Source: an optimization exercise on an open RTL-to-GDS flow (aim: small area and a short achievable clock period). Production flows keep margins and buffers that such runs may drop. The RTL was checked by simulation tests, not by an equivalence proof against the original design. Power is estimated from default activity; no workload was simulated.

[run.sh]
#!/bin/bash
# synth_recipe.tcl (not shown) runs the flow's synth.tcl, then flattens the netlist and writes it again
# the make line also repeats each setting of config.mk as NAME=value (left out here)
make -C /OpenROAD-flow-scripts/flow DESIGN_CONFIG=/design/flow/config.mk WORK_HOME=/design/flow/orfs CLKGATE_MAP_FILE= SYNTH_SCRIPT=/design/flow/synth_recipe.tcl finish
[config.mk]
export PLATFORM = sky130hd
export DESIGN_NAME = id_stage
export DESIGN_NICKNAME = id_stage
export VERILOG_FILES = /design/flow/design.v
export SDC_FILE = /design/flow/constraint.sdc
export NUM_CORES = 4
export LEC_CHECK = 0
export CAP_MARGIN = 20
export CORE_MARGIN = 2
export CORE_UTILIZATION = 40
export CTS_CLUSTER_DIAMETER = 100
export CTS_CLUSTER_SIZE = 20
export SETUP_SLACK_MARGIN = 3.0
export SLEW_MARGIN = 20
export SYNTH_HIERARCHICAL = 1
[constraint.sdc]
create_clock -name core_clock -period 5.0 [get_ports {clk_i}]
set_input_delay 1.0000 -clock core_clock [delete_from_list [all_inputs] [get_ports {clk_i}]]
set_output_delay 1.0000 -clock core_clock [all_outputs]
set_load 0.01 [all_outputs]
[design.v]
package id_pkg;
    localparam int XLEN       = 32;
    localparam int REG_ADDR_W = 5;
    localparam int NUM_REGS   = 32;
    localparam int LINK_REG   = 31;
    localparam logic [5:0] OP_SPECIAL = 6'b000000;
    localparam logic [5:0] OP_J       = 6'b000010;
    localparam logic [5:0] OP_JAL     = 6'b000011;
    localparam logic [5:0] OP_ANDI    = 6'b001100;
    localparam logic [5:0] OP_ORI     = 6'b001101;
    localparam logic [5:0] OP_XORI    = 6'b001110;
    localparam logic [5:0] OP_LUI     = 6'b001111;
    localparam logic [3:0] ALUOP_NOP  = 4'd0;
    localparam logic [3:0] ALUOP_AND  = 4'd1;
    localparam logic [3:0] ALUOP_OR   = 4'd2;
    localparam logic [3:0] ALUOP_XOR  = 4'd3;
    localparam logic [3:0] ALUOP_NOR  = 4'd4;
    localparam logic [3:0] ALUOP_SLL  = 4'd5;
    localparam logic [3:0] ALUOP_SRL  = 4'd6;
    localparam logic [3:0] ALUOP_SRA  = 4'd7;
    localparam logic [3:0] ALUOP_JR   = 4'd8;
    localparam logic [3:0] ALUOP_JALR = 4'd9;
    localparam logic [2:0] ALUSEL_NOP   = 3'd0;
    localparam logic [2:0] ALUSEL_LOGIC = 3'd1;
    localparam logic [2:0] ALUSEL_SHIFT = 3'd2;
    localparam logic [2:0] ALUSEL_JUMP  = 3'd3;
endpackage
`timescale 1ns/1ps
module inst_decoder (
    input  logic [31:0] inst_i,
    output logic [3:0]  aluop_o,
    output logic [2:0]  alusel_o,
    output logic        we_o,
    output logic [4:0]  waddr_o,
    output logic        illegal_o,
    output logic        is_jump_o,
    output logic        op1_rs_o,     
    output logic        op1_rt_o,     
    output logic        op1_lui_o,    
    output logic        op1_idx_o,    
    output logic        op2_rt_o,     
    output logic        op2_sa_o,     
    output logic        op2_zimm_o,   
    output logic        op2_lui_o,    
    output logic        op2_ret_o     
);
    logic [5:0] op;
    logic [4:0] rs, rd, sa;
    logic [5:0] fn;
    assign op = inst_i[31:26];
    assign rs = inst_i[25:21];
    assign rd = inst_i[15:11];
    assign sa = inst_i[10:6];
    assign fn = inst_i[5:0];
    always_comb begin
        aluop_o   = id_pkg::ALUOP_NOP;
        alusel_o  = id_pkg::ALUSEL_NOP;
        we_o      = 1'b0;
        waddr_o   = rd;
        is_jump_o = 1'b0;
        illegal_o = 1'b1;
        case (op)
            id_pkg::OP_SPECIAL: begin
                case (fn)
                    6'h24, 6'h25, 6'h26, 6'h27: if (sa == '0) begin
                        aluop_o   = {2'b00, fn[1:0]} + 4'd1;
                        alusel_o  = id_pkg::ALUSEL_LOGIC;
                        we_o      = 1'b1;
                        illegal_o = 1'b0;
                    end
                    6'h04, 6'h06, 6'h07: if (sa == '0) begin
                        aluop_o   = (fn[1:0] == 2'b00) ? id_pkg::ALUOP_SLL :
                                    (fn[0] == 1'b0)    ? id_pkg::ALUOP_SRL : id_pkg::ALUOP_SRA;
                        alusel_o  = id_pkg::ALUSEL_SHIFT;
                        we_o      = 1'b1;
                        illegal_o = 1'b0;
                    end
                    6'h00, 6'h02, 6'h03: if (rs == '0) begin
                        aluop_o   = (fn[1:0] == 2'b00) ? id_pkg::ALUOP_SLL :
                                    (fn[0] == 1'b0)    ? id_pkg::ALUOP_SRL : id_pkg::ALUOP_SRA;
                        alusel_o  = id_pkg::ALUSEL_SHIFT;
                        we_o      = 1'b1;
                        illegal_o = 1'b0;
                    end
                    6'h08, 6'h09: if (sa == '0) begin
                        aluop_o   = fn[0] ? id_pkg::ALUOP_JALR : id_pkg::ALUOP_JR;
                        alusel_o  = id_pkg::ALUSEL_JUMP;
                        we_o      = fn[0];
                        waddr_o   = (rd == '0) ? 5'(id_pkg::LINK_REG) : rd;
                        is_jump_o = 1'b1;
                        illegal_o = 1'b0;
                    end
                    default: ;
                endcase
            end
            id_pkg::OP_ANDI, id_pkg::OP_ORI, id_pkg::OP_XORI, id_pkg::OP_LUI: begin
                aluop_o   = (op[1:0] == 2'b00) ? id_pkg::ALUOP_AND :
                            (op[1:0] == 2'b10) ? id_pkg::ALUOP_XOR : id_pkg::ALUOP_OR;
                alusel_o  = id_pkg::ALUSEL_LOGIC;
                we_o      = 1'b1;
                waddr_o   = inst_i[20:16];
                illegal_o = 1'b0;
            end
            id_pkg::OP_J, id_pkg::OP_JAL: begin
                aluop_o   = op[0] ? id_pkg::ALUOP_JALR : id_pkg::ALUOP_JR;
                alusel_o  = id_pkg::ALUSEL_JUMP;
                we_o      = op[0];
                waddr_o   = 5'(id_pkg::LINK_REG);
                is_jump_o = 1'b1;
                illegal_o = 1'b0;
            end
            default: ;
        endcase
    end
    logic special, imm_grp, jmp_grp, sh_imm;
    assign imm_grp = op[3];
    assign jmp_grp = !op[3] && op[1];
    assign special = !op[3] && !op[1];
    assign sh_imm  = (fn[5:2] == 4'b0000);   
    assign op1_rs_o   = (special && !sh_imm) || (imm_grp && op[1:0] != 2'b11);
    assign op1_rt_o   = special && sh_imm;
    assign op1_lui_o  = imm_grp && op[1:0] == 2'b11;
    assign op1_idx_o  = jmp_grp;
    assign op2_rt_o   = special && (fn[5] || fn[2]);
    assign op2_sa_o   = special && sh_imm;
    assign op2_zimm_o = imm_grp && op[1:0] != 2'b11;
    assign op2_lui_o  = imm_grp && op[1:0] == 2'b11;
    assign op2_ret_o  = jmp_grp || (special && !fn[5] && fn[3]);
endmodule
`timescale 1ns/1ps
module reg_file (
    input  logic              clk_i,
    input  logic              rst_n_i,
    input  logic              we_i,
    input  logic [4:0]        waddr_i,
    input  logic [31:0]       wdata_i,
    output logic [31:1]       written_o,
    output logic [31:1][31:0] regs_o
);
    for (genvar i = 1; i < 32; i++) begin : g_reg
        logic wsel;
        assign wsel = we_i && waddr_i == 5'(i);
        always_ff @(posedge clk_i or negedge rst_n_i) begin
            if (!rst_n_i) begin
                written_o[i] <= 1'b0;
            end else if (wsel) begin
                written_o[i] <= 1'b1;
            end
        end
        always_ff @(posedge clk_i) begin
            if (wsel) begin
                regs_o[i] <= wdata_i;
            end
        end
    end
endmodule
module rf_read #(
    parameter int N = 31
) (
    input  logic [N-1:0]       sel_i,
    input  logic [N-1:0][31:0] data_i,
    output logic [31:0][2:0]   part_o
);
    for (genvar b = 0; b < 32; b++) begin : g_bit
        logic [N-1:0] col;
        for (genvar i = 0; i < N; i++) begin : g_col
            assign col[i] = data_i[i][b];
        end
        rf_read_bit u_bit (
            .sel_i  (sel_i),
            .data_i (col),
            .part_o (part_o[b])
        );
    end
endmodule
module rf_read_bit (
    input  logic [30:0] sel_i,
    input  logic [30:0] data_i,
    output logic [2:0]  part_o
);
    logic [10:0] grp_n;
    for (genvar g = 0; g < 10; g++) begin : g_grp
        aoi222 u_aoi (
            .a0_i (sel_i[3*g]),   .b0_i (data_i[3*g]),
            .a1_i (sel_i[3*g+1]), .b1_i (data_i[3*g+1]),
            .a2_i (sel_i[3*g+2]), .b2_i (data_i[3*g+2]),
            .y_no (grp_n[g])
        );
    end
    assign grp_n[10] = !(sel_i[30] && data_i[30]);
    assign part_o[0] = !(&grp_n[3:0]);
    assign part_o[1] = !(&grp_n[7:4]);
    assign part_o[2] = !(&grp_n[10:8]);
endmodule
module aoi222 (
    input  logic a0_i,
    input  logic b0_i,
    input  logic a1_i,
    input  logic b1_i,
    input  logic a2_i,
    input  logic b2_i,
    output logic y_no
);
    assign y_no = !((a0_i && b0_i) || (a1_i && b1_i) || (a2_i && b2_i));
endmodule
`timescale 1ns/1ps
module operand_bypass (
    input  logic       we_i,
    input  logic [4:0] waddr_i,
    input  logic [4:0] rs_i,
    input  logic [4:0] rt_i,
    output logic       hit_rs_o,
    output logic       hit_rt_o
);
    logic live;
    assign live     = we_i && waddr_i != '0;
    assign hit_rs_o = live && waddr_i == rs_i;
    assign hit_rt_o = live && waddr_i == rt_i;
endmodule
module operand_mux (
    input  logic             ex_sel_i,
    input  logic             mem_sel_i,
    input  logic             rf_sel_i,
    input  logic [31:0]      ex_data_i,
    input  logic [31:0]      mem_data_i,
    input  logic [31:0][2:0] rf_part_i,
    input  logic [31:0]      other_ni,
    output logic [31:0]      operand_o
);
    for (genvar b = 0; b < 32; b++) begin : g_bit
        logic fwd_n, rf_n;
        aoi22 u_fwd (
            .a0_i (ex_sel_i),  .b0_i (ex_data_i[b]),
            .a1_i (mem_sel_i), .b1_i (mem_data_i[b]),
            .y_no (fwd_n)
        );
        oai31 u_rf (
            .a_i  (rf_part_i[b]),
            .b_i  (rf_sel_i),
            .y_no (rf_n)
        );
        assign operand_o[b] = !(fwd_n && rf_n && other_ni[b]);
    end
endmodule
module operand_mux2 (
    input  logic             ex_sel_i,
    input  logic             mem_sel_i,
    input  logic             rfa_sel_i,
    input  logic             rfb_sel_i,
    input  logic [31:0]      ex_data_i,
    input  logic [31:0]      mem_data_i,
    input  logic [31:0][2:0] rfa_part_i,
    input  logic [31:0][2:0] rfb_part_i,
    input  logic [31:0]      other_ni,
    output logic [31:0]      operand_o
);
    for (genvar b = 0; b < 32; b++) begin : g_bit
        logic fwd_n, rfa_n, rfb_n;
        aoi22 u_fwd (
            .a0_i (ex_sel_i),  .b0_i (ex_data_i[b]),
            .a1_i (mem_sel_i), .b1_i (mem_data_i[b]),
            .y_no (fwd_n)
        );
        oai31 u_rfa (
            .a_i  (rfa_part_i[b]),
            .b_i  (rfa_sel_i),
            .y_no (rfa_n)
        );
        oai31 u_rfb (
            .a_i  (rfb_part_i[b]),
            .b_i  (rfb_sel_i),
            .y_no (rfb_n)
        );
        assign operand_o[b] = !(fwd_n && rfa_n && rfb_n && other_ni[b]);
    end
endmodule
module aoi22 (
    input  logic a0_i,
    input  logic b0_i,
    input  logic a1_i,
    input  logic b1_i,
    output logic y_no
);
    assign y_no = !((a0_i && b0_i) || (a1_i && b1_i));
endmodule
module oai31 (
    input  logic [2:0] a_i,
    input  logic       b_i,
    output logic       y_no
);
    assign y_no = !((|a_i) && b_i);
endmodule
`timescale 1ns/1ps
module branch_unit (
    input  logic [31:0] pc_i,
    output logic [31:0] return_addr_o
);
    assign return_addr_o[0] = pc_i[0];
    assign return_addr_o[1] = !pc_i[1];
    for (genvar i = 2; i < 32; i++) begin : g_inc
        assign return_addr_o[i] = pc_i[i] ^ (&pc_i[i-1:1]);
    end
endmodule
`timescale 1ns/1ps
module stage_reg #(
    parameter int WIDTH = 1
) (
    input  logic             clk_i,
    input  logic             rst_n_i,
    input  logic             valid_i,
    input  logic [WIDTH-1:0] data_i,
    output logic             valid_o,
    output logic [WIDTH-1:0] data_o
);
    always_ff @(posedge clk_i or negedge rst_n_i) begin
        if (!rst_n_i) begin
            valid_o <= 1'b0;
        end else begin
            valid_o <= valid_i;
        end
    end
    always_ff @(posedge clk_i) begin
        data_o <= data_i;
    end
endmodule
`timescale 1ns/1ps
module id_stage (
    input  logic        clk_i,
    input  logic        rst_n_i,
    input  logic        inst_valid_i,
    input  logic [31:0] pc_i,
    input  logic [31:0] inst_i,
    input  logic        ex_fwd_we_i,
    input  logic [4:0]  ex_fwd_waddr_i,
    input  logic [31:0] ex_fwd_wdata_i,
    input  logic        mem_fwd_we_i,
    input  logic [4:0]  mem_fwd_waddr_i,
    input  logic [31:0] mem_fwd_wdata_i,
    input  logic        wb_valid_i,
    input  logic [4:0]  wb_waddr_i,
    input  logic [31:0] wb_wdata_i,
    output logic        ex_valid_o,
    output logic [3:0]  ex_aluop_o,
    output logic [2:0]  ex_alusel_o,
    output logic [31:0] ex_op1_o,
    output logic [31:0] ex_op2_o,
    output logic        ex_we_o,
    output logic [4:0]  ex_waddr_o,
    output logic [31:0] ex_return_addr_o,
    output logic        ex_illegal_o,
    output logic        redirect_valid_o,
    output logic [31:0] redirect_target_o
);
    logic [4:0]  rs, rt;
    logic [15:0] imm;
    assign rs  = inst_i[25:21];
    assign rt  = inst_i[20:16];
    assign imm = inst_i[15:0];
    logic [3:0] aluop;
    logic [2:0] alusel;
    logic       we, illegal, is_jump;
    logic [4:0] waddr;
    logic       op1_rs, op1_rt, op1_lui, op1_idx;
    logic       op2_rt, op2_sa, op2_zimm, op2_lui, op2_ret;
    inst_decoder u_decoder (
        .inst_i     (inst_i),
        .aluop_o    (aluop),
        .alusel_o   (alusel),
        .we_o       (we),
        .waddr_o    (waddr),
        .illegal_o  (illegal),
        .is_jump_o  (is_jump),
        .op1_rs_o   (op1_rs),
        .op1_rt_o   (op1_rt),
        .op1_lui_o  (op1_lui),
        .op1_idx_o  (op1_idx),
        .op2_rt_o   (op2_rt),
        .op2_sa_o   (op2_sa),
        .op2_zimm_o (op2_zimm),
        .op2_lui_o  (op2_lui),
        .op2_ret_o  (op2_ret)
    );
    logic ex_rs, ex_rt, mem_rs, mem_rt;
    operand_bypass u_ex_hit (
        .we_i     (ex_fwd_we_i),
        .waddr_i  (ex_fwd_waddr_i),
        .rs_i     (rs),
        .rt_i     (rt),
        .hit_rs_o (ex_rs),
        .hit_rt_o (ex_rt)
    );
    operand_bypass u_mem_hit (
        .we_i     (mem_fwd_we_i),
        .waddr_i  (mem_fwd_waddr_i),
        .rs_i     (rs),
        .rt_i     (rt),
        .hit_rs_o (mem_rs),
        .hit_rt_o (mem_rt)
    );
    logic [31:1]       written;
    logic [31:1][31:0] regs;
    reg_file u_reg_file (
        .clk_i     (clk_i),
        .rst_n_i   (rst_n_i),
        .we_i      (wb_valid_i),
        .waddr_i   (wb_waddr_i),
        .wdata_i   (wb_wdata_i),
        .written_o (written),
        .regs_o    (regs)
    );
    logic [31:0] return_addr;
    branch_unit u_branch (
        .pc_i          (pc_i),
        .return_addr_o (return_addr)
    );
    logic [31:0] other1_n, other2_n;
    assign other1_n = ~(op1_lui  ? {imm, 16'b0} :
                       op1_idx  ? {6'b0, inst_i[25:0]} : '0);
    assign other2_n = ~(op2_lui  ? {imm, 16'b0} :
                        op2_sa   ? {27'b0, inst_i[10:6]} :
                        op2_zimm ? {16'b0, imm} :
                        op2_ret  ? return_addr : '0);
    logic [31:1] sel_a, sel_b;
    logic [31:0][2:0] rf_a, rf_b;
    for (genvar i = 1; i < 32; i++) begin : g_rsel
        assign sel_a[i] = written[i] && rs == 5'(i);
        assign sel_b[i] = written[i] && rt == 5'(i);
    end
    rf_read #(.N(31)) u_read_a (
        .sel_i  (sel_a),
        .data_i (regs),
        .part_o (rf_a)
    );
    rf_read #(.N(31)) u_read_b (
        .sel_i  (sel_b),
        .data_i (regs),
        .part_o (rf_b)
    );
    logic ex_sel1, mem_sel1, rfa_sel1, rfb_sel1, ex_sel2, mem_sel2, rf_sel2;
    assign ex_sel1  = (op1_rs && ex_rs) || (op1_rt && ex_rt);
    assign mem_sel1 = (op1_rs && !ex_rs && mem_rs) || (op1_rt && !ex_rt && mem_rt);
    assign rfa_sel1 = op1_rs && !ex_rs && !mem_rs;
    assign rfb_sel1 = op1_rt && !ex_rt && !mem_rt;
    assign ex_sel2  = op2_rt && ex_rt;
    assign mem_sel2 = op2_rt && !ex_rt && mem_rt;
    assign rf_sel2  = op2_rt && !ex_rt && !mem_rt;
    logic [31:0] op1, op2;
    operand_mux2 u_mux1 (
        .ex_sel_i   (ex_sel1),
        .mem_sel_i  (mem_sel1),
        .rfa_sel_i  (rfa_sel1),
        .rfb_sel_i  (rfb_sel1),
        .ex_data_i  (ex_fwd_wdata_i),
        .mem_data_i (mem_fwd_wdata_i),
        .rfa_part_i (rf_a),
        .rfb_part_i (rf_b),
        .other_ni   (other1_n),
        .operand_o  (op1)
    );
    operand_mux u_mux2 (
        .ex_sel_i   (ex_sel2),
        .mem_sel_i  (mem_sel2),
        .rf_sel_i   (rf_sel2),
        .ex_data_i  (ex_fwd_wdata_i),
        .mem_data_i (mem_fwd_wdata_i),
        .rf_part_i  (rf_b),
        .other_ni   (other2_n),
        .operand_o  (op2)
    );
    localparam int BW = 4 + 3 + 1 + 5 + 1 + 32 + 32;
    logic [BW-1:0] bundle_d, bundle_q;
    assign bundle_d = {aluop, alusel, we, waddr, illegal, op1, op2};
    stage_reg #(.WIDTH(BW)) u_ex_reg (
        .clk_i   (clk_i),
        .rst_n_i (rst_n_i),
        .valid_i (inst_valid_i),
        .data_i  (bundle_d),
        .valid_o (ex_valid_o),
        .data_o  (bundle_q)
    );
    assign {ex_aluop_o, ex_alusel_o, ex_we_o, ex_waddr_o, ex_illegal_o,
            ex_op1_o, ex_op2_o} = bundle_q;
    assign ex_return_addr_o  = ex_op2_o;
    assign redirect_target_o = ex_op1_o;
    always_ff @(posedge clk_i or negedge rst_n_i) begin
        if (!rst_n_i) begin
            redirect_valid_o <= 1'b0;
        end else begin
            redirect_valid_o <= inst_valid_i && is_jump;
        end
    end
endmodule
==> impl_metrics.yaml, run 1 <==
critical_path:
  regToRegSetupSlack_ns: 2.33
  rr_endpoint: "u_ex_reg.data_o[37]"
  crit_buf_inv: 2
  path_depth: 8
  endpoint_kind: "register"
  cp_slowest_stage_delay_ns: 0.56
  crit_start: "inst_i[25]"
  r2r-start: "u_reg_file.written_o[16]"
  crit_arrival_ns: 3.41
  worstPathRequired_ns: 5.60
  crit_end: "u_ex_reg.data_o[37]"
  r2r_cells: 6
  crit_chain: "buf_12 > nor2b_1 > and3_4 > buf_6 > a222oi_1 > nand4_1 > o31ai_4 > nand4_1"
  cp_max_fo: 14
  start_kind: "input pin"
  cp_slowest_cell: "a222oi_1"
  crit_type: "in -> reg"
  path_delay_family: "simple AND/OR/NAND/NOR gates"
  cp_common_cell: "nand4_1"
global_route:
  grt_pass1_wl_um: 300000
  grt.met3_usage_pct: 19.5
  overflow: 0
  grt_use_total_pct: 36.9
  gr-usage-met1_pct: 45.6
  antenna_found_initial: 17
  grtUsageMet2_pct: 51.1
  grt_max_degree: 34
  grt_pass1_vias: 37200
  grt.busiest_layer: "met2"
route:
  via_per_inst: 7.75
  ant_nets: 0
  wire_per_inst_um: 44.0
  drt_iter0_drc: 11300
  drtPass1Iterations: 14
  dr_total_vias: 40000
  wirelength_um: 227000
  drc: 0
hold_path:
  min_from: "u_reg_file.written_o[4]"
  hold_class: "reg -> reg"
power:
  ir_drop_mv: 0.327
  power.density_mw_per_mm2: 302
  p_leak_nw: 19.7
  power.total_mw: 18.2
floorplan:
  rows: 124
  ios: 325
  dieHeight_um: 343
  die_x_um: 343
  die_area_mm2: 0.118
  core-area_mm2: 0.114
  start_util_pct: 40.3
sta:
  worst_pin_slew_ns: 1.07
  hold_viol: 0
  clock.fmax_mhz: 356
  fin_setup_tns_ns: 0
  fin_crit_ns: 2.81
  slew_headroom_pct: 28.7
  fin_crit_sh_pct: 56.1
  finalSetupViolCount: 0
  skew_ns: 0.0590
  rsz0062_at_grt: "yes"
  drv_slew: 0
logic_synthesis:
  synth_top_area_cell: "edfxtp_1"
  syn_avg_cell_area_um2: 16.6
  ys_warn_count: 10
  synthFlopType: "edfxtp_1"
  synth_area_mm2: 0.0460
  synth_top_area_share_pct: 64.8
  synth.distinct_cells: 60
  synth-edff-count: 992
  synthArstFlopShare_pct: 2.99
  synth-seq-cells: 1103
  synth.area.top_cells: "edfxtp_1 65%, a222oi_1 14%, dfxtp_1 3.4%, o31ai_2 2.6%, nand4_1 2.4%"
  synth_common_cells: "992 x edfxtp_1, 640 x a222oi_1, 175 x nand4_1, 111 x nand2_1, 109 x nand3_1"
  yosysMostFrequentCell: "edfxtp_1"
  syn_inst: 2776
  ys_seq_area_share_pct: 70.0
  synth_nets: 2967
cells_and_area:
  drive_gt1_share_pct: 34.6
  area_growth_pct: 31.1
  nFillCells: 9117
  layout.nets: 3771
clocking:
  cts_made_buffers: 61
  cts_sinks: 1103
  h-tree-depth: 2
  cts-hold-fix-buffers: 0
  cts_root_buffer: "clkbuf_16"
  cts_tree: "built"
  clock_latency_ns: 0.75
  clockBufferDepth: 3
  path_clk_slew_ns: 0.09
placement:
  hpwl_um: 134000
  place_congestion: 1.03
  io_buffer_count: 324
run:
  maxCapViolCount: 0
status:
  status: "no timing/DRC/antenna violations"
==> repair_timing <==
action | in CTS | in global routing
pin swaps | 380 | 210
cloned | 31 | 4
setup buffers | 230 | 58
endpoints found under the setup margin | 1228 | 397
resized for setup | 1496 | 144
==> Yosys stat by module, one instance, submodules excluded, excerpt <==
module / cells inside / copies in the design / flops+latches / area, µm²
reg_file: 1112 / 1 / 1023 / 31100
id_stage: 263 / 1 / 1 / 1780
inst_decoder: 97 / 1 / 0 / 623
operand_mux2: 32 / 1 / 0 / 200
operand_mux: 32 / 1 / 0 / 160
operand_bypass: 16 / 2 / 0 / 124
aoi22: 1 / 64 / 0 / 12.5
oai31: 1 / 96 / 0 / 12.5
aoi222: 1 / 640 / 0 / 10.0
==> cell type report <==
class                   count  area, µm²  area share [%]
repair buffers            829       9250            15.3
inverters                  14       57.6          0.0955
multi-input cells        1571      14900            24.7
diodes                     16       40.0          0.0664
well taps                1512       1890            3.14
clock buffers             112       1760            2.92
clock inverters             3       51.3          0.0851
flip-flops and latches   1103      32400            53.7
==> through the flow <==
stage                     cell area, µm²  utilization, %  setup slack [ns]  cells  hold slack (ns)
after floorplan                    46400               -              1.73   2776            0.448
after global placement             52400            45.9             0.395   4705            0.488
after detailed placement           52400            45.9             0.452   4705            0.480
after CTS                          59200            51.9              2.48   5081            0.528
after global routing               60300            52.8              2.27   5145            0.545
final                              60300            52.8              2.19   5160            0.529
==> kinds of logic (layout without fill, tap and decap cells) <==
kind of cell	Yosys count	after routing	synth area share (%)
compound gates	902	903	20.0
xor+xnor	45	45	0.857
fa+ha+maj	10	10	0.272
buf+inv	112	958	1.57
flops	1103	1103	70.0
mux	1	1	0.0218
other cells	1	17	0.00815
simple gates	602	611	7.33
==> flip-flops by register name (all words and copies together) (netlist names) <==
register,cells
u_reg_file.written_o,31
redirect_valid_o,1
u_reg_file.regs_o,992
u_ex_reg.valid_o,1
u_ex_reg.data_o,78
==> report_power, final <==
group          switching (mW)  leakage (nW)  internal [mW]  total [mW]
logic                    1.29          8.84          0.908        2.20
clock network            3.08         0.857           2.39        5.46
registers               0.264          10.0           10.3        10.5
==> layer usage <==
metal	wire, µm	share of wire (%)
met3	44600	20
met2	91700	40
met1	74600	33
met4	16100	7.1
met5	116	0.051
==> worst min-delay path by stage <==
stage | to | slack, ns | cells after the start
floorplan | u_reg_file.written_o[1] | 0.45 | 1
global placement | u_reg_file.written_o[13] | 0.49 | 1
detailed placement | u_reg_file.written_o[4] | 0.48 | 1
CTS | u_reg_file.written_o[4] | 0.53 | 1
global route | u_reg_file.written_o[17] | 0.55 | 1
finish | u_reg_file.written_o[4] | 0.53 | 1
==> placed cells by master, fill, tap and decap left out, types with 66 or more instances in the layout <==
cell,netlist,layout
edfxtp_1,992,992
a22oi_2,64,86
nand2_1,111,105
nand3_1,109,99
buf_6,4,268
a222oi_1,640,640
clkbuf_16,0,66
clkdlybuf4s50_1,0,81
buf_4,69,249
nand4_1,175,175
buf_12,0,86
==> worst register-to-register path, cell delays in order (launching register included) <==
cell and delay, ns:
dfrtp_1 0.43, and3_4 0.27, buf_6 0.21, a222oi_1 0.56, nand4_1 0.48, o31ai_4 0.40
nand4_1 0.20
==> inputs of run 2 (changes only) <==
--- a/config.mk
+++ b/config.mk
@@ -12,3 +12,3 @@
 export CTS_CLUSTER_SIZE = 20
-export SETUP_SLACK_MARGIN = 3.0
+export SETUP_SLACK_MARGIN = 2.8
 export SLEW_MARGIN = 20
==> impl_metrics.yaml, run 2 <==
cells_and_area:
  layout.nets: 3759
  final_cell_mix: "992 x edfxtp_1, 640 x a222oi_1, 265 x buf_4"
  drive_gt1_share_pct: 33.7
  nFillCells: 9152
  area_growth_pct: 30.4
  fin_cells: 5142
  largest_reg_flops: 992
  regMostFlops: "u_reg_file.regs_o"
  final_common_cell: "edfxtp_1"
  largestRegisters: "u_reg_file.regs_o: 992 flops, u_ex_reg.data_o: 78 flops, u_reg_file.written_o: 31 flops"
placement:
  place_congestion: 1.03
  hpwl_um: 134000
  dp.cells: 4705
  io_buffer_count: 324
  dp_slack_ns: 0.452
sta:
  fin_crit_sh_pct: 54.7
  slew_headroom_pct: 26.8
  fin_crit_ns: 2.74
  skew_ns: 0.0592
  hold_viol: 0
  setup_slack_ns: 2.26
  fin_setup_tns_ns: 0
  drv_slew: 0
  clock.fmax_mhz: 366
  rsz0062_at_grt: "yes"
  worst_pin_slew_ns: 1.09
  finalSetupViolCount: 0
global_route:
  overflow: 0
  grt.busiest_layer: "met2"
  grt.met3_usage_pct: 19.6
  grt_pass1_wl_um: 299000
  grt_pass1_vias: 37300
  antenna_found_initial: 19
  grtUsageMet2_pct: 51.5
  grt_max_degree: 34
  grt_use_total_pct: 36.8
  gr-usage-met1_pct: 45.2
clocking:
  path_clk_slew_ns: 0.11
  cts_made_buffers: 61
  clock_latency_ns: 0.75
  cts_tree: "built"
  clockBufferDepth: 3
  cts_sinks: 1103
  cts_root_buffer: "clkbuf_16"
  h-tree-depth: 2
  cts-hold-fix-buffers: 0
logic_synthesis:
  ys_warn_count: 10
  synth_area_mm2: 0.0460
  synth.distinct_cells: 60
  yosysMostFrequentCell: "edfxtp_1"
  synth_top_area_share_pct: 64.8
  synthFlopType: "edfxtp_1"
  synth-seq-cells: 1103
  synthArstFlopShare_pct: 2.99
  synth_common_cells: "992 x edfxtp_1, 640 x a222oi_1, 175 x nand4_1, 111 x nand2_1, 109 x nand3_1"
  synth_top_area_cell: "edfxtp_1"
  syn_avg_cell_area_um2: 16.6
  syn_inst: 2776
  synth.area.top_cells: "edfxtp_1 65%, a222oi_1 14%, dfxtp_1 3.4%, o31ai_2 2.6%, nand4_1 2.4%"
  synth_nets: 2967
  synth-edff-count: 992
  ys_seq_area_share_pct: 70.0
route:
  via_per_inst: 7.70
  wire_per_inst_um: 43.9
  dr_total_vias: 39600
  drc: 0
  drtPass1Iterations: 15
  ant_nets: 0
  drt_iter0_drc: 10900
  wirelength_um: 226000
critical_path:
  worstPathRequired_ns: 5.62
  cp_max_fo: 18
  start_kind: "input pin"
  crit_arrival_ns: 3.36
  r2r_cells: 7
  endpoint_kind: "register"
  regToRegSetupSlack_ns: 2.41
  crit_type: "in -> reg"
floorplan:
  die_area_mm2: 0.118
  rows: 124
  die_x_um: 343
  dieHeight_um: 343
  start_util_pct: 40.3
  core-area_mm2: 0.114
  ios: 325
run:
  maxCapViolCount: 0
power:
  ir_drop_mv: 0.322
  p_leak_nw: 19.6
  power.density_mw_per_mm2: 303
status:
  status: "no timing/DRC/antenna violations"
hold_path:
  hold_class: "reg -> reg"
  whs_path_depth: 1
## run 2: final cells by class
type	count	area, µm²	share of cell area (%)
Multi-Input combinational cell	1573	14800	24.7
Sequential cell	1103	32400	53.9
Antenna cell	10	25.0	0.0417
Timing Repair Buffer	815	9050	15.1
Tap cell	1512	1890	3.15
Clock buffer	112	1760	2.94
Inverter	14	56.3	0.0939
Clock inverter	3	51.3	0.0855
## run 2: kinds of logic (layout without fill, tap and decap cells)
group	after synthesis	after routing	share of synthesized area [%]
flops	1103	1103	70.0
compound gates	902	903	20.0
simple gates	602	613	7.33
buf+inv	112	944	1.57
xor+xnor	45	45	0.857
fa+ha+maj	10	10	0.272
other cells	1	11	0.00815
mux	1	1	0.0218
## run 2: final timing paths
check | startpoint | end
min in group asynchronous | rst_n_i | redirect_valid_o
setup / recovery | inst_i[20] | u_ex_reg.data_o[15]
hold / removal | u_reg_file.written_o[10] | u_reg_file.written_o[10]
max in group asynchronous | rst_n_i | u_reg_file.written_o[18]
hold reg to reg | u_reg_file.written_o[10] | u_reg_file.written_o[10]
setup reg to reg | u_reg_file.written_o[1] | u_ex_reg.data_o[34]
## run 2: critical path, stage by stage
cell and delay (ns):
buf_12 0.10, buf_12 0.10, and3b_2 0.25, and3_4 0.26, buf_8 0.21, a222oi_1 0.52
nand4_1 0.23, buf_4 0.21, o31ai_4 0.33, nand3_1 0.13
## run 2: layer usage
| layer | vias to the layer above | wire length, µm |
|---|---|---|
| met1 | 19500 | 73300 |
| met4 | 16 | 16200 |
| met3 | 959 | 44600 |
| met2 | 4431 | 91400 |
| li1 | 14600 | - |
| met5 | - | 219 |
## run 2: power by group
group	total, mW	switching, mW	internal (mW)
Sequential	10.5	0.260	10.3
Clock	5.44	3.05	2.39
Combinational	2.17	1.28	0.895
## run 2: stage by stage
stage,area (µm²),total power [mW],hold WS [ns],util (%)
2_1_floorplan,46400,11.3,0.448,-
3_3_place_gp,52400,12.3,0.488,45.9
3_5_place_dp,52400,12.4,0.480,45.9
4_1_cts,59400,18.0,0.527,52.0
5_1_grt,60000,18.5,0.542,52.5
6_report,60000,18.2,0.545,52.5
## run 2: Yosys stat by module (local to each module, per instance), a selection
module / area (µm²) / cells / flops+latches / times used
rf_read_bit: 21.3 / 4 / 0 / 64
operand_mux2: 200 / 32 / 0 / 1
id_stage: 1780 / 263 / 1 / 1
aoi22: 12.5 / 1 / 0 / 64
reg_file: 31100 / 1112 / 1023 / 1
oai31: 12.5 / 1 / 0 / 96
branch_unit: 542 / 73 / 0 / 1
aoi222: 10.0 / 1 / 0 / 640
operand_bypass: 124 / 16 / 0 / 2
operand_mux: 160 / 32 / 0 / 1
inst_decoder: 623 / 97 / 0 / 1
## run 2: what timing repair did
item / in CTS / in global routing
hold endpoints to repair: 0 / 0
pin swaps: 409 / 190
gates cloned: 31 / 4
buffers inserted: 253 / 23
endpoints found under the setup margin: 1116 / 525
resized for setup: 1446 / 105
==> inputs of run 3 (changes only) <==
--- a/config.mk
+++ b/config.mk
@@ -11,3 +11,3 @@
 export CTS_CLUSTER_DIAMETER = 100
-export CTS_CLUSTER_SIZE = 20
+export CTS_CLUSTER_SIZE = 24
 export SETUP_SLACK_MARGIN = 2.8
==> impl_metrics.yaml, run 3 <==
logic_synthesis:
  yosysMostFrequentCell: "edfxtp_1"
  ys_seq_area_share_pct: 70.0
  synthArstFlopShare_pct: 2.99
  synth_area_mm2: 0.0460
  synth_top_area_cell: "edfxtp_1"
  synth.area.top_cells: "edfxtp_1 65%, a222oi_1 14%, dfxtp_1 3.4%, o31ai_2 2.6%, nand4_1 2.4%"
  synth_nets: 2967
  synth_common_cells: "992 x edfxtp_1, 640 x a222oi_1, 175 x nand4_1, 111 x nand2_1, 109 x nand3_1"
  syn_inst: 2776
  synth.distinct_cells: 60
  synth-edff-count: 992
  syn_avg_cell_area_um2: 16.6
  synth_top_area_share_pct: 64.8
  synthFlopType: "edfxtp_1"
  ys_warn_count: 10
  synth-seq-cells: 1103
clocking:
  cts_made_buffers: 52
  h-tree-depth: 2
  clockBufferDepth: 3
  cts_tree: "built"
  cts_sinks: 1103
  clock_latency_ns: 0.73
  path_clk_slew_ns: 0.10
  cts_root_buffer: "clkbuf_16"
global_route:
  grt_max_degree: 34
  grt_pass1_vias: 36900
  grt_pass1_wl_um: 297000
  antenna_found_initial: 19
  overflow: 0
  grt_use_total_pct: 36.7
sta:
  holdWs_ns: 0.541
  fin_crit_ns: 2.78
  hold_viol: 0
  finalSetupViolCount: 0
  clock.fmax_mhz: 359
  drv_slew: 0
  fin_crit_sh_pct: 55.6
  worst_pin_slew_ns: 1.13
  skew_ns: 0.0415
  slew_headroom_pct: 24.5
  rsz0062_at_grt: "yes"
  fin_setup_tns_ns: 0
route:
  drc: 0
  wirelength_um: 225000
  top_layer: "met5"
  ant_nets: 0
  dr_wl_met3_um: 42900
  dr_wl_met2_um: 90300
  drtPass1Iterations: 14
  wire_per_inst_um: 44.0
  via_per_inst: 7.74
  drt-met1-wl_um: 75100
  drt_iter0_drc: 11500
  dr_total_vias: 39500
cells_and_area:
  drive_gt1_share_pct: 33.2
  area_growth_pct: 28.8
  largest_reg_flops: 992
  final_cell_mix: "992 x edfxtp_1, 640 x a222oi_1, 243 x buf_4"
  regMostFlops: "u_reg_file.regs_o"
  nFillCells: 9296
  largestRegisters: "u_reg_file.regs_o: 992 flops, u_ex_reg.data_o: 78 flops, u_reg_file.written_o: 31 flops"
  layout.nets: 3728
  final_common_cell: "edfxtp_1"
critical_path:
  crit_end: "u_ex_reg.data_o[37]"
  start_kind: "input pin"
  crit_start: "inst_i[25]"
  rr_endpoint: "u_ex_reg.data_o[37]"
  crit_chain: "buf_12 > nor2b_2 > and3_4 > buf_6 > a222oi_1 > nand4_1 > o31ai_4 > nand4_1"
  r2r_cells: 6
  crit_type: "in -> reg"
  cp_slowest_stage_delay_ns: 0.50
  endpoint_kind: "register"
  path_depth: 8
  r2r-start: "u_reg_file.written_o[16]"
  path_delay_family: "simple AND/OR/NAND/NOR gates"
  crit_buf_inv: 2
  cp_common_cell: "nand4_1"
  worstPathRequired_ns: 5.57
  cp_max_fo: 14
  crit_arrival_ns: 3.35
  regToRegSetupSlack_ns: 2.34
  cp_slowest_cell: "a222oi_1"
power:
  p_seq_share_pct: 59.7
  sw_frac_of_total_pct: 25.5
  power.density_mw_per_mm2: 298
  internal_power_mw: 13.1
  ir_drop_mv: 0.300
  p_leak_nw: 19.3
  clockPowerShare_pct: 28.3
  p_comb_share_pct: 12.1
  p_sw_mw: 4.51
placement:
  hpwl_um: 134000
  io_buffer_count: 324
  place_congestion: 1.03
floorplan:
  dieHeight_um: 343
  core-area_mm2: 0.114
  die_area_mm2: 0.118
  die_x_um: 343
  ios: 325
  start_util_pct: 40.3
  rows: 124
status:
  status: "no timing/DRC/antenna violations"
hold_path:
  hold_class: "reg -> reg"
run:
  maxCapViolCount: 0
-- run 3: through the flow --
step	power, mW	utilization, %	worst slack [ns]	cell area, µm²	std cells
2_1_floorplan	11.3	-	1.73	46400	2776
3_3_place_gp	12.3	45.9	0.395	52400	4705
5_1_grt	18.0	51.9	2.33	59200	5098
3_5_place_dp	12.4	45.9	0.452	52400	4705
4_1_cts	17.4	51.1	2.46	58400	5059
6_report	17.7	51.9	2.22	59300	5108
-- run 3: layout make-up --
type	instances	area [µm²]	area share, %
timing repair buffer	793	8590	14.5
inverter	14	56.3	0.0950
antenna	15	37.5	0.0633
clock inverter	7	76.3	0.129
tap	1512	1890	3.19
clock buffer	91	1450	2.44
sequential	1103	32400	54.6
multi-input combinational	1573	14800	25.0
-- run 3: cell families after synthesis --
| group | Yosys count | share of synthesized area [%] |
|---|---|---|
| other | 1 | 0.00815 |
| adder cells (fa/ha/maj) | 10 | 0.272 |
| flip-flops | 1103 | 70.0 |
| multiplexers | 1 | 0.0218 |
| AO/OA/AOI/OAI | 902 | 20.0 |
| XOR/XNOR | 45 | 0.857 |
| AND/OR/NAND/NOR | 602 | 7.33 |
| buffers and inverters | 112 | 1.57 |
-- run 3: worst min path at each step --
stage,to,from,cells past startpoint,slack (ns)
after global routing,u_reg_file.written_o[17],u_reg_file.written_o[17],1,0.54
after detailed placement,u_reg_file.written_o[4],u_reg_file.written_o[4],1,0.48
after CTS,u_reg_file.written_o[4],u_reg_file.written_o[4],1,0.52
after floorplan,u_reg_file.written_o[1],u_reg_file.written_o[1],1,0.45
after global placement,u_reg_file.written_o[13],u_reg_file.written_o[13],1,0.49
final,u_reg_file.written_o[2],u_reg_file.written_o[2],1,0.54
-- run 3: per-module statistics from Yosys (local to each module, per instance), excerpt --
module | flops+latches | times used | cells inside
reg_file | 1023 | 1 | 1112
id_stage | 1 | 1 | 263
inst_decoder | 0 | 1 | 97
branch_unit | 0 | 1 | 73
operand_mux2 | 0 | 1 | 32
operand_mux | 0 | 1 | 32
operand_bypass | 0 | 2 | 16
rf_read_bit | 0 | 64 | 4
aoi22 | 0 | 64 | 1
oai31 | 0 | 96 | 1
aoi222 | 0 | 640 | 1
-- run 3: power groups by stage --
| stage | clock network, mW | registers (mW) | logic, mW |
|---|---|---|---|
| 4_1_cts | 4.95 | 10.5 | 1.95 |
| 5_1_grt | 5.27 | 10.5 | 2.16 |
| 2_1_floorplan | 0 | 10.6 | 0.705 |
| 3_5_place_dp | 0 | 10.6 | 1.72 |
| 6_report | 4.99 | 10.5 | 2.13 |
| 3_3_place_gp | 0 | 10.6 | 1.70 |
-- run 3: what timing repair did --
| action | 4_1_cts | 5_1_grt |
|---|---|---|
| endpoints found under the setup margin | 1116 | 589 |
| hold buffers | 0 | 0 |
| gates resized for setup | 1405 | 138 |
| gates cloned | 30 | 2 |
| pin swaps | 374 | 165 |
| endpoints found under the hold margin | 0 | 0 |
| setup buffers | 226 | 31 |
-- run 3: routing by layer --
layer  GRT usage, %  vias up
met1           45.3    19600
met4           20.5       18
li1               -    14600
met2           51.2     4393
met3           19.4      923
met5              0        -
==> inputs of run 4 (changes only) <==
--- a/config.mk
+++ b/config.mk
@@ -12,3 +12,3 @@
 export CTS_CLUSTER_SIZE = 24
-export SETUP_SLACK_MARGIN = 2.8
+export SETUP_SLACK_MARGIN = 2.7
 export SLEW_MARGIN = 20
==> impl_metrics.yaml, run 4 <==
logic_synthesis:
  synth.distinct_cells: 60
  synthArstFlopShare_pct: 2.99
  yosysMostFrequentCell: "edfxtp_1"
  ys_seq_area_share_pct: 70.0
  synth-edff-count: 992
  synth_top_area_share_pct: 64.8
  synth.area.top_cells: "edfxtp_1 65%, a222oi_1 14%, dfxtp_1 3.4%, o31ai_2 2.6%, nand4_1 2.4%"
  synth_area_mm2: 0.0460
  synth_nets: 2967
  synth_top_area_cell: "edfxtp_1"
  syn_inst: 2776
  ys_warn_count: 10
  synth_common_cells: "992 x edfxtp_1, 640 x a222oi_1, 175 x nand4_1, 111 x nand2_1, 109 x nand3_1"
  synth-seq-cells: 1103
  synthFlopType: "edfxtp_1"
  syn_avg_cell_area_um2: 16.6
clocking:
  cts_made_buffers: 52
  cts_root_buffer: "clkbuf_16"
  clock_latency_ns: 0.73
  h-tree-depth: 2
  clockBufferDepth: 3
  path_clk_slew_ns: 0.10
  cts_sinks: 1103
  cts-hold-fix-buffers: 0
  cts_tree: "built"
cells_and_area:
  area_growth_pct: 28.1
  drive_gt1_share_pct: 33.2
  final_core_util_pct: 51.6
  nFillCells: 9369
  final_cell_mix: "992 x edfxtp_1, 640 x a222oi_1, 264 x buf_4"
  regMostFlops: "u_reg_file.regs_o"
  largest_reg_flops: 992
  final_common_cell: "edfxtp_1"
  layout.nets: 3748
  largestRegisters: "u_reg_file.regs_o: 992 flops, u_ex_reg.data_o: 78 flops, u_reg_file.written_o: 31 flops"
  fin_cells: 5124
route:
  wire_per_inst_um: 44.2
  ant_nets: 0
  drt_iter0_drc: 11400
  drc: 0
  via_per_inst: 7.79
  drtPass1Iterations: 15
  wirelength_um: 226000
  dr_total_vias: 39900
critical_path:
  crit_chain: "buf_12 > nor2b_2 > and3_4 > buf_6 > a222oi_1 > nand4_1 > o31ai_4 > nand4_1"
  worstPathRequired_ns: 5.57
  cp_common_cell: "nand4_1"
  crit_type: "in -> reg"
  start_kind: "input pin"
  cp_slowest_cell: "a222oi_1"
  crit_buf_inv: 2
  endpoint_kind: "register"
  cp_slowest_stage_delay_ns: 0.49
  crit_arrival_ns: 3.40
  path_delay_family: "simple AND/OR/NAND/NOR gates"
  cp_max_fo: 14
global_route:
  grt_use_total_pct: 36.7
  grt_max_degree: 34
  gr-usage-met1_pct: 45.7
  grt_pass1_wl_um: 298000
  antenna_found_initial: 15
  overflow: 0
  grt_pass1_vias: 37000
  grt.busiest_layer: "met2"
  grtUsageMet2_pct: 51.2
  grt.met3_usage_pct: 18.7
floorplan:
  ios: 325
  core-area_mm2: 0.114
  die_area_mm2: 0.118
  dieHeight_um: 343
  die_x_um: 343
  rows: 124
  start_util_pct: 40.3
power:
  power.total_mw: 17.6
  p_sw_mw: 4.52
  internal_power_mw: 13.1
  p_seq_share_pct: 59.9
  ir_drop_mv: 0.292
  sw_frac_of_total_pct: 25.7
  p_comb_share_pct: 11.7
  p_leak_nw: 19.2
  clockPowerShare_pct: 28.5
  power.density_mw_per_mm2: 298
sta:
  fin_setup_tns_ns: 0
  rsz0062_at_grt: "yes"
  drv_slew: 0
  clock.fmax_mhz: 353
  skew_ns: 0.0325
  fin_crit_sh_pct: 56.7
  fin_crit_ns: 2.83
  slew_headroom_pct: 22.6
  hold_viol: 0
  worst_pin_slew_ns: 1.16
  finalSetupViolCount: 0
placement:
  io_buffer_count: 324
  place_congestion: 1.03
  dp.cells: 4705
  hpwl_um: 134000
status:
  status: "no timing/DRC/antenna violations"
run:
  maxCapViolCount: 0
hold_path:
  hold_class: "reg -> reg"
==> run 4: what timing repair did <==
| item | in CTS | in global routing |
|---|---|---|
| buffers inserted | 238 | 38 |
| gates resized for setup | 1176 | 172 |
| setup endpoints to repair | 1086 | 577 |
| cloned | 31 | 3 |
| pin swaps | 385 | 220 |
| hold endpoints to repair | 0 | 0 |
==> run 4: power groups by stage <==
stage                     sequential (mW)  clock, mW  combinational (mW)
final                                10.5       5.00                2.05
after CTS                            10.5       4.95                1.93
after global placement               10.6          0                1.70
after floorplan                      10.6          0               0.705
after detailed placement             10.6          0                1.72
after global routing                 10.5       5.27                2.06
==> run 4: cell families after synthesis <==
family,share of synthesized area [%]
adder cells (fa/ha/maj),0.272
buffers and inverters,1.57
other,0.00815
multiplexers,0.0218
AND/OR/NAND/NOR,7.33
flip-flops,70.0
XOR/XNOR,0.857
AO/OA/AOI/OAI,20.0
==> run 4: final cells by class <==
class | count | area [µm²] | share of cell area [%]
Sequential cell | 1103 | 32300 | 54.8
Timing Repair Buffer | 810 | 8260 | 14.0
Inverter | 14 | 56.3 | 0.0955
Multi-Input combinational cell | 1576 | 14900 | 25.3
Tap cell | 1512 | 1890 | 3.21
Clock inverter | 7 | 76.3 | 0.129
Clock buffer | 91 | 1450 | 2.46
Antenna cell | 11 | 27.5 | 0.0467
==> run 4: worst paths after layout <==
| check | cells past startpoint | endpoint | from | slack (ns) |
|---|---|---|---|---|
| max | 8 | u_ex_reg.data_o[37] | inst_i[25] | 2.17 |
| min | 1 | u_reg_file.written_o[26] | u_reg_file.written_o[26] | 0.55 |
| max reg2reg | 5 | u_ex_reg.data_o[37] | u_reg_file.written_o[23] | 2.32 |
| min reg2reg | 1 | u_reg_file.written_o[26] | u_reg_file.written_o[26] | 0.55 |
| max in group asynchronous | 2 | u_reg_file.written_o[18] | rst_n_i | 3.92 |
| min in group asynchronous | 2 | u_reg_file.written_o[10] | rst_n_i | 0.72 |
==> run 4: per-module statistics from Yosys (local to each module, per instance), a selection <==
module,times used,area [µm²]
reg_file,1,31100
branch_unit,1,542
id_stage,1,1780
inst_decoder,1,623
oai31,96,12.5
operand_bypass,2,124
operand_mux2,1,200
aoi222,640,10.0
rf_read_bit,64,21.3
aoi22,64,12.5
operand_mux,1,160
==> run 4: stage by stage <==
step	hold WS [ns]	instance area, µm²	worst slack, ns
CTS	0.521	58400	2.42
global route	0.561	58900	2.34
global placement	0.488	52400	0.395
finish	0.549	58900	2.17
detailed placement	0.480	52400	0.452
floorplan	0.448	46400	1.73
==> run 4: per-layer routing <==
metal	up-vias	routed length [µm]
met2	4487	91100
li1	14600	-
met3	1000	43900
met1	19800	74800
met4	18	16100
met5	-	354

==> what the ideal ports hide <==
Ports are ideal in the flow. The routed layouts listed here were re-timed in OpenROAD.
Step 1 assumes that a clkbuf_16 drives the clock port and a buf_2 every other input.
Step 2 adds t to the input delays and takes it off the output delays; t is the mean of the earliest and latest rising clock arrival at the registers after step 1. Input paths then give back, and output paths get back, about the clock's delay inside the block.
Three values: ideal, step 1, step 2; two values: the first two.
run | t (ns) | slack for setup (ns) | hold slack, ns | slew at the worst register clock pin (ns)
run 1 | 0.803 | 2.193 / 2.220 / 1.416 | 0.529 / 0.529 / 0.529 | 0.11 / 0.11
run 2 | 0.797 | 2.264 / 2.272 / 1.474 | 0.545 / 0.545 / 0.545 | 0.11 / 0.11
run 3 | 0.788 | 2.218 / 2.246 / 1.458 | 0.541 / 0.541 / 0.541 | 0.11 / 0.11
run 4 | 0.791 | 2.165 / 2.188 / 1.396 | 0.549 / 0.549 / 0.549 | 0.11 / 0.11
After both steps every run listed still meets setup and hold. For run 2, which loses most, drivers alone change the setup slack by +0.008 ns; drivers and shift together by -0.790 ns.
